Background: an optimization exercise with open tools, aiming at small area, a short achievable clock period and few clock cycles per item. Do not read the settings as production practice.
Function was checked by simulation only, so behaviour that the tests miss may differ from the original.

== old ==
==> flow/design.v <==
`default_nettype none
package ufph_pkg;
	localparam int INDEX_W     = 8;
	localparam int KIND_W      = 2;
	localparam int DEF_ENTRIES = 256;
	localparam int LUT_DEPTH   = 1 << INDEX_W;
	localparam logic [KIND_W-1:0] KIND_FIND   = 2'd0;
	localparam logic [KIND_W-1:0] KIND_UNITE  = 2'd1;
	localparam logic [KIND_W-1:0] KIND_CLEAR  = 2'd2;
	typedef struct packed {
		logic [KIND_W-1:0]  kind;
		logic [INDEX_W-1:0] first_index;
		logic [INDEX_W-1:0] second_index;
	} req_t;
	typedef struct packed {
		logic [INDEX_W-1:0] root;
		logic               joined;
	} rsp_t;
endpackage
`default_nettype wire
`default_nettype none
module union_find_path_halving #(
	parameter int ENTRIES = ufph_pkg::DEF_ENTRIES
) (
	input  wire logic            clk,
	input  wire logic            arst_n,
	input  wire logic            req_valid,
	output logic                 req_ready,
	input  wire ufph_pkg::req_t  req_data,
	output logic                 rsp_valid,
	input  wire logic            rsp_ready,
	output ufph_pkg::rsp_t       rsp_data
);
	localparam int DEPTH = (ENTRIES < ufph_pkg::LUT_DEPTH) ? ENTRIES : ufph_pkg::LUT_DEPTH;
	localparam int AW    = (DEPTH > 1) ? $clog2(DEPTH) : 1;
	localparam int HW    = (AW > 2) ? AW - 2 : 0;    
	localparam int NC    = 1 << (AW - HW);           
	localparam int QN    = 5;                        
	localparam int OW    = $clog2(QN + 1);
	logic [AW-1:0] wrap_lut [ufph_pkg::LUT_DEPTH];
	for (genvar g = 0; g < ufph_pkg::LUT_DEPTH; g++) begin : g_wrap
		localparam int WRAPPED = g % ENTRIES;
		assign wrap_lut[g] = AW'(WRAPPED);
	end
	logic                        ready_q;
	logic                        a_vld_q;
	logic [ufph_pkg::KIND_W-1:0] a_kind_q;
	logic [AW-1:0]               a_a_q;
	logic [AW-1:0]               a_b_q;
	logic                        b_vld_q;
	logic [ufph_pkg::KIND_W-1:0] b_kind_q;
	logic [AW-1:0]               b_a_q;
	logic [AW-1:0]               b_b_q;
	logic [NC-1:0][AW-1:0]       b_ca_q;
	logic [NC-1:0][AW-1:0]       b_cb_q;
	logic                        c_vld_q;
	logic [ufph_pkg::KIND_W-1:0] c_kind_q;
	logic [AW-1:0]               c_a_q;
	logic [AW-1:0]               c_b_q;
	logic [AW-1:0]               c_ra_q;
	logic [AW-1:0]               c_rb_q;
	logic                        u_uni_q;    
	logic                        u_clr_q;    
	logic [AW-1:0]               u_from_q;
	logic [AW-1:0]               u_to_q;
	logic                        d_uni_q;
	logic                        d_clr_q;
	logic [AW-1:0]               d_from_q;
	logic [AW-1:0]               d_to_q;
	logic                        t_clr_q;
	logic                        t_nuni_q;
	logic [AW-1:0]               t_nfrom_q;  
	logic [AW-1:0]               t_from_q;   
	logic                        t_uni_q;    
	logic [AW-1:0]               t_wt_q;
	logic [AW-1:0]               t_wc_q;
	logic [QN-1:0]               q_vld_q;
	logic [QN-1:0][ufph_pkg::INDEX_W:0] q_q;
	logic [DEPTH-1:0][AW-1:0]    tab_q;
	logic                        accept;
	logic                        pop;
	logic [AW-1:0]               b_ra;
	logic [AW-1:0]               b_rb;
	logic [AW-1:0]               ra;
	logic [AW-1:0]               rb;
	logic                        differ;
	logic                        c_uni;
	logic                        c_clr;
	ufph_pkg::rsp_t              res;
	logic [QN-1:0]               q_vld_d;
	logic [OW-1:0]               occ_q;      
	assign req_ready = ready_q;
	assign accept    = req_valid && ready_q;
	assign pop       = q_vld_q[0] && rsp_ready;
	for (genvar k = 0; k < NC; k++) begin : g_cand
		always_ff @(posedge clk) begin
			b_ca_q[k] <= tab_q[{k[AW-HW-1:0], a_a_q[HW-1:0]}];
			b_cb_q[k] <= tab_q[{k[AW-HW-1:0], a_b_q[HW-1:0]}];
		end
	end
	function automatic logic [AW-1:0] fix1(
		input logic [AW-1:0] r,
		input logic [AW-1:0] x,
		input logic          uni,
		input logic          clr,
		input logic [AW-1:0] from,
		input logic [AW-1:0] to
	);
		if (clr) begin
			fix1 = x;
		end else if (uni && (r == from)) begin
			fix1 = to;
		end else begin
			fix1 = r;
		end
	endfunction
	assign b_ra = fix1(b_ca_q[b_a_q[AW-1:HW]] ^ b_a_q, b_a_q, d_uni_q, d_clr_q, d_from_q, d_to_q);
	assign b_rb = fix1(b_cb_q[b_b_q[AW-1:HW]] ^ b_b_q, b_b_q, d_uni_q, d_clr_q, d_from_q, d_to_q);
	function automatic logic [AW-1:0] fix2(
		input logic [AW-1:0] r,
		input logic [AW-1:0] x,
		input logic          d_uni,
		input logic          d_clr,
		input logic [AW-1:0] d_from,
		input logic [AW-1:0] d_to,
		input logic          u_uni,
		input logic          u_clr,
		input logic [AW-1:0] u_from,
		input logic [AW-1:0] u_to
	);
		logic [AW-1:0] v;
		logic          hit_u;
		if (d_clr) begin
			v = x;
			hit_u = (x == u_from);
		end else if (d_uni && (r == d_from)) begin
			v = d_to;
			hit_u = (d_to == u_from);
		end else begin
			v = r;
			hit_u = (r == u_from);
		end
		if (u_clr) begin
			v = x;
		end else if (u_uni && hit_u) begin
			v = u_to;
		end
		fix2 = v;
	endfunction
	assign ra = fix2(c_ra_q, c_a_q, d_uni_q, d_clr_q, d_from_q, d_to_q,
		u_uni_q, u_clr_q, u_from_q, u_to_q);
	assign rb = fix2(c_rb_q, c_b_q, d_uni_q, d_clr_q, d_from_q, d_to_q,
		u_uni_q, u_clr_q, u_from_q, u_to_q);
	assign differ = (ra != rb);
	assign c_uni  = c_vld_q && (c_kind_q == ufph_pkg::KIND_UNITE) && differ;
	assign c_clr  = c_vld_q && (c_kind_q == ufph_pkg::KIND_CLEAR);
	always_comb begin
		res = '0;
		case (c_kind_q)
			ufph_pkg::KIND_FIND: begin
				res.root = ufph_pkg::INDEX_W'(ra);
			end
			ufph_pkg::KIND_UNITE: begin
				res.root   = ufph_pkg::INDEX_W'(ra);
				res.joined = differ;
			end
			default: begin
			end
		endcase
	end
	for (genvar i = 0; i < DEPTH; i++) begin : g_ent
		localparam logic [AW-1:0] IDX = AW'(i);
		logic          hit;
		logic [AW-1:0] wd;
		assign wd  = (t_wt_q & ~IDX) | (t_wc_q & IDX);
		if (i < DEPTH / 2) begin : g_lo
			assign hit = t_clr_q || (!t_nuni_q && ((tab_q[i] ^ IDX) == ~t_nfrom_q));
		end else begin : g_hi
			assign hit = t_clr_q || (t_uni_q && ((tab_q[i] ^ IDX) == t_from_q));
		end
		always_ff @(posedge clk) begin
			if (hit) begin
				tab_q[i] <= wd;
			end
		end
	end
	always_comb begin
		q_vld_d = q_vld_q;
		if (pop) begin
			q_vld_d = {1'b0, q_vld_q[QN-1:1]};
		end
		if (c_vld_q) begin
			q_vld_d = {q_vld_d[QN-2:0], 1'b1};
		end
	end
	for (genvar j = 0; j < QN; j++) begin : g_q
		logic below;   
		logic here;    
		if (j == 0) begin : g_first
			assign below = 1'b1;
		end else begin : g_rest
			assign below = pop ? q_vld_q[j] : q_vld_q[j-1];
		end
		if (j == QN - 1) begin : g_last
			assign here = pop ? 1'b0 : q_vld_q[j];
		end else begin : g_inner
			assign here = pop ? q_vld_q[j+1] : q_vld_q[j];
		end
		always_ff @(posedge clk) begin
			if (c_vld_q && below && !here) begin
				q_q[j] <= res;
			end else if (pop) begin
				if (j < QN - 1) begin
					q_q[j] <= q_q[(j < QN - 1) ? j + 1 : j];
				end
			end
		end
	end
	always_ff @(posedge clk or negedge arst_n) begin
		if (!arst_n) begin
			ready_q  <= 1'b0;
			occ_q    <= '0;
			a_vld_q  <= 1'b0;
			b_vld_q  <= 1'b0;
			c_vld_q  <= 1'b0;
			u_uni_q  <= 1'b0;
			u_clr_q  <= 1'b0;
			d_uni_q  <= 1'b0;
			d_clr_q  <= 1'b0;
			t_clr_q  <= 1'b1;
			t_nuni_q <= 1'b1;
			t_from_q <= '0;
			t_wt_q   <= '0;
			t_wc_q   <= '0;
			q_vld_q  <= '0;
		end else begin
			if (accept && !pop) begin
				occ_q   <= occ_q + 1'b1;
				ready_q <= (occ_q < OW'(QN - 1));
			end else if (pop && !accept) begin
				occ_q   <= occ_q - 1'b1;
				ready_q <= 1'b1;
			end else begin
				ready_q <= (occ_q < OW'(QN));
			end
			a_vld_q  <= accept;
			b_vld_q  <= a_vld_q;
			c_vld_q  <= b_vld_q;
			u_uni_q  <= c_uni;
			u_clr_q  <= c_clr;
			d_uni_q  <= u_uni_q;
			d_clr_q  <= u_clr_q;
			t_clr_q  <= c_clr;
			t_nuni_q <= !c_uni;
			t_from_q <= ra;
			t_wt_q   <= c_clr ? '0 : rb;
			t_wc_q   <= c_clr ? '0 : ~rb;
			q_vld_q  <= q_vld_d;
		end
	end
	always_ff @(posedge clk) begin
		a_kind_q  <= req_data.kind;
		a_a_q     <= wrap_lut[req_data.first_index];
		a_b_q     <= wrap_lut[req_data.second_index];
		b_kind_q  <= a_kind_q;
		b_a_q     <= a_a_q;
		b_b_q     <= a_b_q;
		c_kind_q  <= b_kind_q;
		c_a_q     <= b_a_q;
		c_b_q     <= b_b_q;
		c_ra_q    <= b_ra;
		c_rb_q    <= b_rb;
		u_from_q  <= ra;
		u_to_q    <= rb;
		t_nfrom_q <= ~ra;
		t_uni_q   <= c_uni;
		d_from_q  <= u_from_q;
		d_to_q    <= u_to_q;
	end
	assign rsp_valid = q_vld_q[0];
	assign rsp_data  = q_q[0];
endmodule
`default_nettype wire
Settings: LEC_CHECK=0, CAP_MARGIN=20, CORE_MARGIN=2, CORE_UTILIZATION=40, CTS_CLUSTER_DIAMETER=80, CTS_CLUSTER_SIZE=30, SETUP_SLACK_MARGIN=5.0, SLEW_MARGIN=20; clock period 8.0 ns.
run.sh (not shown) runs the stock make flow with config.mk's settings and CLKGATE_MAP_FILE= SYNTH_SCRIPT=/design/flow/synth_recipe.tcl, a recipe that flattens the netlist after the stock synthesis.
Testbench counts of old, summed over its fixed seeds: cycles 14,432, items 14,400.
The inputs of new differ from those of old as listed below.
-- flow/design.v --
<<< old, line 207
			assign here = pop ? q_vld_q[j+1] : q_vld_q[j];
		end
		always_ff @(posedge clk) begin
			if (c_vld_q && below && !here) begin
				q_q[j] <= res;
			end else if (pop) begin
				if (j < QN - 1) begin
					q_q[j] <= q_q[(j < QN - 1) ? j + 1 : j];
				end
			end
>>> new, line 207
			assign here = pop ? q_vld_q[j+1] : q_vld_q[j];
		end
		if (j == 0) begin : g_head
			logic ld;
			logic sh;
			logic hd;
			assign ld = c_vld_q && !here;
			assign sh = !ld && pop;
			assign hd = !ld && !pop;
			always_ff @(posedge clk) begin
				q_q[0] <= ({(ufph_pkg::INDEX_W + 1){ld}} & res) |
					({(ufph_pkg::INDEX_W + 1){sh}} & q_q[1]) |
					({(ufph_pkg::INDEX_W + 1){hd}} & q_q[0]);
			end
		end else begin : g_body
			always_ff @(posedge clk) begin
				if (c_vld_q && below && !here) begin
					q_q[j] <= res;
				end else if (pop) begin
					if (j < QN - 1) begin
						q_q[j] <= q_q[(j < QN - 1) ? j + 1 : j];
					end
				end
			end
==> comparison <==
new completed end to end with timing, DRC and antenna clean.
Comparing new and old, sequential cell area share is higher on old.
Changes observed in new relative to old: starting density of the core moved up, proportion of final cell area spent on non-clock buffers moved up, global-route usage moved down, number of cell rows moved down, number of inserted diodes moved up.
Status: post-synthesis area per instance parity (old, new)
On chip height, old tracks new almost exactly.
Testbench counts of new, summed over its fixed seeds: cycles 14,432, items 14,400.

-- static timing again, ports no longer ideal --
In the flow no input, the clock included, has a driving cell. The finished layouts below were timed again as built, in two steps.
Step 1 assumes that a clkbuf_16 drives the clock port and a buf_2 every other input.
Step 2 times the ports against the registers' clock, not the clock port: input delays grow and output delays shrink by t, the midpoint of the rising clock arrivals with the driver on.
Slacks: ideal ports / drivers / drivers and shift; pairs: ideal ports / drivers.
| run | t (ns) | setup WS [ns] | worst setup path at the end | clock arrival spread, ns | cell pins on the clock port's net |
|---|---|---|---|---|---|
| old | 0.961 | 4.806 / 4.758 / 4.262 | input to register | 0.053 / 0.052 | 1 |
| new | 0.966 | 4.761 / 4.761 / 4.266 | input to register | 0.055 / 0.055 | 1 |
After both steps every run listed still meets setup and hold. For old, which loses most, drivers alone change the setup slack by -0.048 ns; drivers and shift together by -0.544 ns.
